Source: an optimization exercise on an open RTL-to-GDS flow (aim: a short achievable clock period and few clock cycles). Production flows keep margins and buffers that such runs may drop. The RTL was checked by simulation tests, not by an equivalence proof against the original design. No activity file was given, so power comes from the tool's default toggle rates.

==> job 9974: inputs <==
// pipelineCore
module pipelineCore (
    input  logic        clk,
    input  logic        rst,
    input  logic [31:0] imemData,
    output logic [31:0] imemAddr,
    output logic        wbWe,
    output logic [4:0]  wbReg,
    output logic [31:0] wbData,
    output logic [31:0] wbPc
);
export LEC_CHECK = 0
export CAP_MARGIN = 20
export CORE_MARGIN = 2
export CORE_UTILIZATION = 35
export PLACE_DENSITY = 0.55
export SETUP_SLACK_MARGIN = 5.0
export SLEW_MARGIN = 20
create_clock -name core_clock -period 7.0 [get_ports {clk}]
run.sh (not shown) runs the stock make flow with config.mk's settings and CLKGATE_MAP_FILE= SYNTH_SCRIPT=/design/flow/synth_recipe.tcl, a recipe that flattens the netlist after the stock synthesis.
==> inputs of job 4800, as changes to job 9974 <==
--- a/flow/design.v
+++ b/flow/design.v
@@ -180,11 +180,10 @@
     logic        hitWA;
     logic        hitWB;
     logic [31:0] rfA;
     logic [31:0] rfB;
     logic [31:0] rsVal;
-    logic [31:0] rtVal;
     assign rsD = irD[25:21];
     assign rtD = irD[20:16];
     logic        selUpP;
     logic        selUpM;
     logic        selUp;
@@ -225,22 +224,33 @@
     assign selRA = !hitEA && !hitMA && !hitWA;
     assign selEB = hitEB;
     assign selMB = !hitEB && hitMB;
     assign selWB = !hitEB && !hitMB && hitWB;
     assign selRB = !hitEB && !hitMB && !hitWB;
-    assign rsVal = (resE & {32{selEA}}) | (mRes & {32{selMA}}) |
-                   (wData & {32{selWA}}) | (rfA & {32{selRA}});
-    assign rtVal = (resE & {32{selEB}}) | (mRes & {32{selMB}}) |
-                   (wData & {32{selWB}}) | (rfB & {32{selRB}});
-    assign bVal  = useImmD ? immD32 : (subuD ? ~rtVal : rtVal);
+    logic        negB;
+    logic        posB;
+    logic [31:0] sumE;
+    logic [31:0] orE;
+    assign negB = !useImmD && subuD;
+    assign posB = !useImmD && !subuD;
+    assign rsVal = (sumE & {32{selEA && !oriE}}) | (orE & {32{selEA && oriE}}) |
+                   (mRes & {32{selMA}}) | (wData & {32{selWA}}) | (rfA & {32{selRA}});
+    assign bVal  = (immD32 & {32{useImmD}}) |
+                   (sumE  & {32{selEB && !oriE && posB}}) | (~sumE  & {32{selEB && !oriE && negB}}) |
+                   (orE   & {32{selEB && oriE && posB}})  | (~orE   & {32{selEB && oriE && negB}}) |
+                   (mRes  & {32{selMB && posB}}) | (~mRes  & {32{selMB && negB}}) |
+                   (wData & {32{selWB && posB}}) | (~wData & {32{selWB && negB}}) |
+                   (rfB   & {32{selRB && posB}}) | (~rfB   & {32{selRB && negB}});
     logic [31:0] sVal;
     assign sVal  = (mRes & {32{selMB}}) | (wData & {32{selWB}}) | (rfB & {32{selRB}});
     logic        mispE;
     logic [7:0]  addrE;
     logic [32:0] sum33;
     assign sum33 = {aE, 1'b1} + {bE, subE};
-    assign resE  = oriE ? (aE | bE) : sum33[32:1];
+    assign sumE  = sum33[32:1];
+    assign orE   = aE | bE;
+    assign resE  = oriE ? orE : sumE;
     logic eqE;
     logic dynD;
     assign eqE   = aE == bE;
     assign dynD  = zChkD && subE && weE && (destE == rsD || destE == rtD);
     assign mispE = beqE && eqE;
@@ -250,18 +260,22 @@
     logic [31:0] fpcN;
     logic        killF;
     logic        predTk;
     assign imemAddr = fpc;
     assign killF    = mispE && !deferE && !stall;
-    assign predTk   = (predTkD || (dynD && subZeroE)) && !killD;
+    logic        dynTk;
+    logic [31:0] fpcEarly;
+    assign dynTk  = dynD && subZeroE && !killD;
+    assign predTk = (predTkD && !killD) || dynTk;
     always_comb begin
-        if (mispE) fpcN = brTgtE;
-        else if (stall) fpcN = fpc;
-        else if (ovrV) fpcN = ovrT;
-        else if (predTk) fpcN = tgtD;
-        else fpcN = fpc4;
+        if (stall) fpcEarly = fpc;
+        else if (ovrV) fpcEarly = ovrT;
+        else if (predTkD && !killD) fpcEarly = tgtD;
+        else fpcEarly = fpc4;
     end
+    assign fpcN = (brTgtE & {32{mispE}}) | (tgtD & {32{dynTk}}) |
+                  (fpcEarly & {32{!mispE && !dynTk}});
     always_ff @(posedge clk) begin
         if (rst) begin
             fpc    <= 32'd0;
             ovrV   <= 1'b0;
             deferE <= 1'b0;
--- a/flow/config.mk
+++ b/flow/config.mk
@@ -7,7 +7,7 @@
 export LEC_CHECK = 0
 export CAP_MARGIN = 20
 export CORE_MARGIN = 2
 export CORE_UTILIZATION = 35
 export PLACE_DENSITY = 0.55
-export SETUP_SLACK_MARGIN = 5.0
+export SETUP_SLACK_MARGIN = 4.5
 export SLEW_MARGIN = 20
==> inputs of job 9528, as changes to job 9974 <==
--- a/flow/design.v
+++ b/flow/design.v
@@ -93,25 +93,21 @@
     logic        deferE;         
     logic [31:0] aE;
     logic [31:0] bE;             
     logic [31:0] sE;             
     logic        sFromWE;        
+    logic        sFromW2E;       
     logic [31:0] pcE;
     logic [31:0] brTgtE;
     logic [4:0]  destM;
     logic        weM;
     logic        lwM;
+    logic        swM;
     logic [31:0] aluM;
     logic [31:0] storeM;
     logic        sFromWM;
-    logic [31:0] candM [8];      
-    logic [7:0]  grpM;           
-    logic        fwdStM;         
-    logic [5:0]  idxM;           
-    logic        swM;
-    logic [63:0] stOHM;          
-    logic [31:0] prevStData;     
+    logic [63:0] idxM;           
     logic [31:0] pcM;
     logic [31:0] weOHW;
     logic [31:0] wData;          
     logic [31:0] rf   [32];
     logic [31:0] dmem [64];
@@ -156,20 +152,10 @@
         else if (luiF) immF32 = {imemData[15:0], 16'h0000};
         else immF32 = {{16{imemData[15]}}, imemData[15:0]};
     end
     logic [16:0] tgtLoF;
     assign fpc4   = {fpc[31:2] + 30'd1, 2'b00};
-    logic        lowOnes;
-    logic [13:0] upF;
-    logic [13:0] upP1F;
-    logic [13:0] upP2F;
-    logic [13:0] upM1F;
-    assign lowOnes = &fpc[17:2];
-    assign upF     = fpc[31:18];
-    assign upP1F   = fpc[31:18] + 14'd1;
-    assign upP2F   = fpc[31:18] + 14'd2;
-    assign upM1F   = fpc[31:18] - 14'd1;
     assign tgtLoF = {1'b0, fpc4[17:2]} + {1'b0, imemData[15:0]};
     logic [4:0]  rsD;
     logic [4:0]  rtD;
     logic [31:0] resE;
     logic [31:0] mRes;
@@ -225,17 +211,15 @@
     assign selRA = !hitEA && !hitMA && !hitWA;
     assign selEB = hitEB;
     assign selMB = !hitEB && hitMB;
     assign selWB = !hitEB && !hitMB && hitWB;
     assign selRB = !hitEB && !hitMB && !hitWB;
-    assign rsVal = (resE & {32{selEA}}) | (mRes & {32{selMA}}) |
+    assign rsVal = (resE & {32{selEA}}) | (aluM & {32{selMA}}) |
                    (wData & {32{selWA}}) | (rfA & {32{selRA}});
-    assign rtVal = (resE & {32{selEB}}) | (mRes & {32{selMB}}) |
+    assign rtVal = (resE & {32{selEB}}) | (aluM & {32{selMB}}) |
                    (wData & {32{selWB}}) | (rfB & {32{selRB}});
     assign bVal  = useImmD ? immD32 : (subuD ? ~rtVal : rtVal);
-    logic [31:0] sVal;
-    assign sVal  = (mRes & {32{selMB}}) | (wData & {32{selWB}}) | (rfB & {32{selRB}});
     logic        mispE;
     logic [7:0]  addrE;
     logic [32:0] sum33;
     assign sum33 = {aE, 1'b1} + {bE, subE};
     assign resE  = oriE ? (aE | bE) : sum33[32:1];
@@ -270,24 +254,26 @@
         end else begin
             fpc    <= fpcN;
             ovrV   <= killF && predTk;
             deferE <= killF;
             killD  <= killF;
-            stall  <= !killF && !stall && !killD && lwD && weD &&
-                      ((useRsF && rsF == destD) || (useRtF && rtF == destD));
+            stall  <= !killF && (stall ?
+                          lwE && weE && ((useRsD && rsD == destE) || (useRtD && rtD == destE)) :
+                          (!killD && lwD && weD && ((useRsF && rsF == destD) || (useRtF && rtF == destD))) ||
+                          (lwE && weE && ((useRsF && rsF == destE) || (useRtF && rtF == destE))));
         end
     end
     always_ff @(posedge clk) begin
         ovrT <= tgtD;
         if (!stall) begin
             irD     <= imemData;
             pcD     <= fpc;
             tgtLoD  <= tgtLoF;
             negD    <= imemData[15];
-            upD     <= lowOnes ? upP1F : upF;
-            upPD    <= lowOnes ? upP2F : upP1F;
-            upMD    <= lowOnes ? upF : upM1F;
+            upD     <= fpc4[31:18];
+            upPD    <= fpc4[31:18] + 14'd1;
+            upMD    <= fpc4[31:18] - 14'd1;
             pc4HiD  <= fpc4[31:28];
             jD      <= jF;
             immD32  <= immF32;
             subuD   <= subuF;
             oriD    <= oriF;
@@ -313,83 +299,65 @@
             oriE    <= 1'b0;
             lwE     <= 1'b0;
             swE     <= 1'b0;
             beqE    <= 1'b0;
             sFromWE <= 1'b0;
+            sFromW2E <= 1'b0;
         end else begin
             destE   <= destD;
             weE     <= weD;
             subE    <= subuD;
             oriE    <= oriD;
             lwE     <= lwD;
             swE     <= swD;
             beqE    <= beqChkD && !dynD;
-            sFromWE <= swD && hitEB;
+            sFromWE <= swD && hitEB && lwE;
+            sFromW2E <= swD && !hitEB && hitMB && lwM;
         end
     end
     always_ff @(posedge clk) begin
         aE     <= rsVal;
         bE     <= bVal;
-        sE     <= sVal;
+        sE     <= rtVal;
         pcE    <= pcD;
         brTgtE <= tgtD;
     end
     always_ff @(posedge clk) begin
         if (rst) begin
-            destM   <= 5'd0;
-            weM     <= 1'b0;
-            lwM     <= 1'b0;
-            swM     <= 1'b0;
+            destM <= 5'd0;
+            weM   <= 1'b0;
+            lwM   <= 1'b0;
+            swM   <= 1'b0;
         end else begin
-            destM   <= destE;
-            weM     <= weE;
-            lwM     <= lwE;
-            swM     <= swE;
-        end
-    end
-    logic [7:0]  wordE;
-    logic [31:0] candE [8];
-    assign wordE = 8'd1 << addrE[4:2];
-    logic ldHitSt;
-    assign ldHitSt = swM && idxM == addrE[7:2];
-    always_comb begin
-        for (int g = 0; g < 8; g++) begin
-            candE[g] = 32'd0;
-            for (int j = 0; j < 8; j++) begin
-                candE[g] = candE[g] | (dmem[8 * g + j] & {32{wordE[j]}});
-            end
+            destM <= destE;
+            weM   <= weE;
+            lwM   <= lwE;
+            swM   <= swE;
         end
     end
     always_ff @(posedge clk) begin
         aluM    <= resE;
-        storeM  <= sE;
+        storeM  <= sFromW2E ? wData : sE;
         sFromWM <= sFromWE;
-        for (int g = 0; g < 8; g++) candM[g] <= candE[g];
-        grpM    <= (lwE && !ldHitSt) ? 8'd1 << addrE[7:5] : 8'd0;
-        fwdStM  <= lwE && ldHitSt;
-        idxM    <= addrE[7:2];
-        stOHM   <= swE ? 64'd1 << addrE[7:2] : 64'd0;
+        idxM    <= 64'd1 << addrE[7:2];
         pcM     <= pcE;
     end
     logic [31:0] storeData;
     always_comb begin
-        loadData = prevStData & {32{fwdStM}};
-        for (int g = 0; g < 8; g++) begin
-            loadData = loadData | (candM[g] & {32{grpM[g]}});
+        loadData = 32'd0;
+        for (int i = 0; i < 64; i++) begin
+            loadData = loadData | (dmem[i] & {32{idxM[i]}});
         end
     end
-    assign mRes      = loadData | (aluM & {32{!lwM}});
+    assign mRes      = lwM ? loadData : aluM;
     assign storeData = sFromWM ? wData : storeM;
     always_ff @(posedge clk) begin
         for (int i = 0; i < 64; i++) begin
-            if (stOHM[i]) dmem[i] <= storeData;
+            if (swM && idxM[i]) dmem[i] <= storeData;
         end
     end
     always_ff @(posedge clk) begin
-        prevStData <= storeData;
-    end
-    always_ff @(posedge clk) begin
         if (rst) begin
             wbWe  <= 1'b0;
             wbReg <= 5'd0;
             weOHW <= 32'd0;
         end else begin
--- a/flow/config.mk
+++ b/flow/config.mk
@@ -7,7 +7,7 @@
 export LEC_CHECK = 0
 export CAP_MARGIN = 20
 export CORE_MARGIN = 2
 export CORE_UTILIZATION = 35
 export PLACE_DENSITY = 0.55
-export SETUP_SLACK_MARGIN = 5.0
+export SETUP_SLACK_MARGIN = 4.0
 export SLEW_MARGIN = 20
==> impl_results.md <==
* Number of enable flip-flop cells after synthesis at 3297
* Sequential share of the synthesized area at 0.7623
* R2R cell count at 3
* Clk_skew at 0.09985 ns
* Multi-In Gates at 4321
* Synth Register Bits at 3766
* Final Wtd Congestion at 0.9239
* Vias/cell at 6.778
* Logic pwr share at 0.025
* Status: timing/DRC/antenna clean
The numbers above come from job 9528.

==> impl_results.md <==
* Status: timing/DRC/antenna clean
* Synth Register Bits at 4081
* Crit end category: flop
* Number of enable flip-flop cells after synthesis at 3302
* Largest family of logic cells by synthesized area: compound AO/OA/AOI/OAI gates
* Multi-In Gates at 4471
* Post-Syn Area at 149400 sq um
* FILL cells at 35830
* R2R cell count at 9
* Sequential share of the synthesized area at 0.7679
* Largest regs: dmem (2048), rf (992), candM (256)
* Logic pwr share at 0.060
* Met2 GRT Util at 0.4262
* Clk_skew at 0.1087 ns
The numbers above come from job 4800.

==> impl_results.md <==
* R2R cell count at 14
* CP Capture Point: fpc[10]$_SDFFE_PP0P_
* Logic pwr share at 0.049
* Multi-In Gates at 4295
* Number of flip-flops in the largest register at 2048
* Synth Register Bits at 4071
* Sequential share of the synthesized area at 0.7717
* Number of enable flip-flop cells after synthesis at 3300
* Clk_skew at 0.1170 ns
* Critical Path Source: irD[20]$_DFFE_PN_
* Status: timing/DRC/antenna clean
* Initial Utilization at 0.3510
* Vias/cell at 6.428
The numbers above come from job 9974.

Testbench counts of job 9974, summed over its fixed seeds: cycles 41,939.
Testbench counts of job 4800, summed over its fixed seeds: cycles 41,939.
Testbench counts of job 9528, summed over its fixed seeds: cycles 42,942.

afterwards: timing with drivers on the ports:
In the flow no input, the clock included, has a driving cell. The finished layouts below were timed again as built, in two steps.
Step 1 assumes that a clkbuf_16 drives the clock port and a buf_2 every other input.
Step 2, shift: input delay + t, output delay - t, t = (earliest + latest rising clock arrival at the registers) / 2. This alone moves slack from input paths to output paths.
a / b / c = ideal ports / drivers / drivers and shift; a / b = the first two.
| run | t (ns) | setup slack, ns | worst setup path at the end |
|---|---|---|---|
| job 9974 | 1.115 | 3.847 / 3.847 / 2.954 | input to register |
| job 4800 | 1.093 | 3.859 / 3.859 / 3.123 | input to register |
| job 9528 | 1.093 | 3.808 / 3.808 / 3.069 | input to register |
After both steps every run listed still meets setup and hold. For job 9974, which loses most, drivers alone change the setup slack by 0.000 ns; drivers and shift together by -0.893 ns.
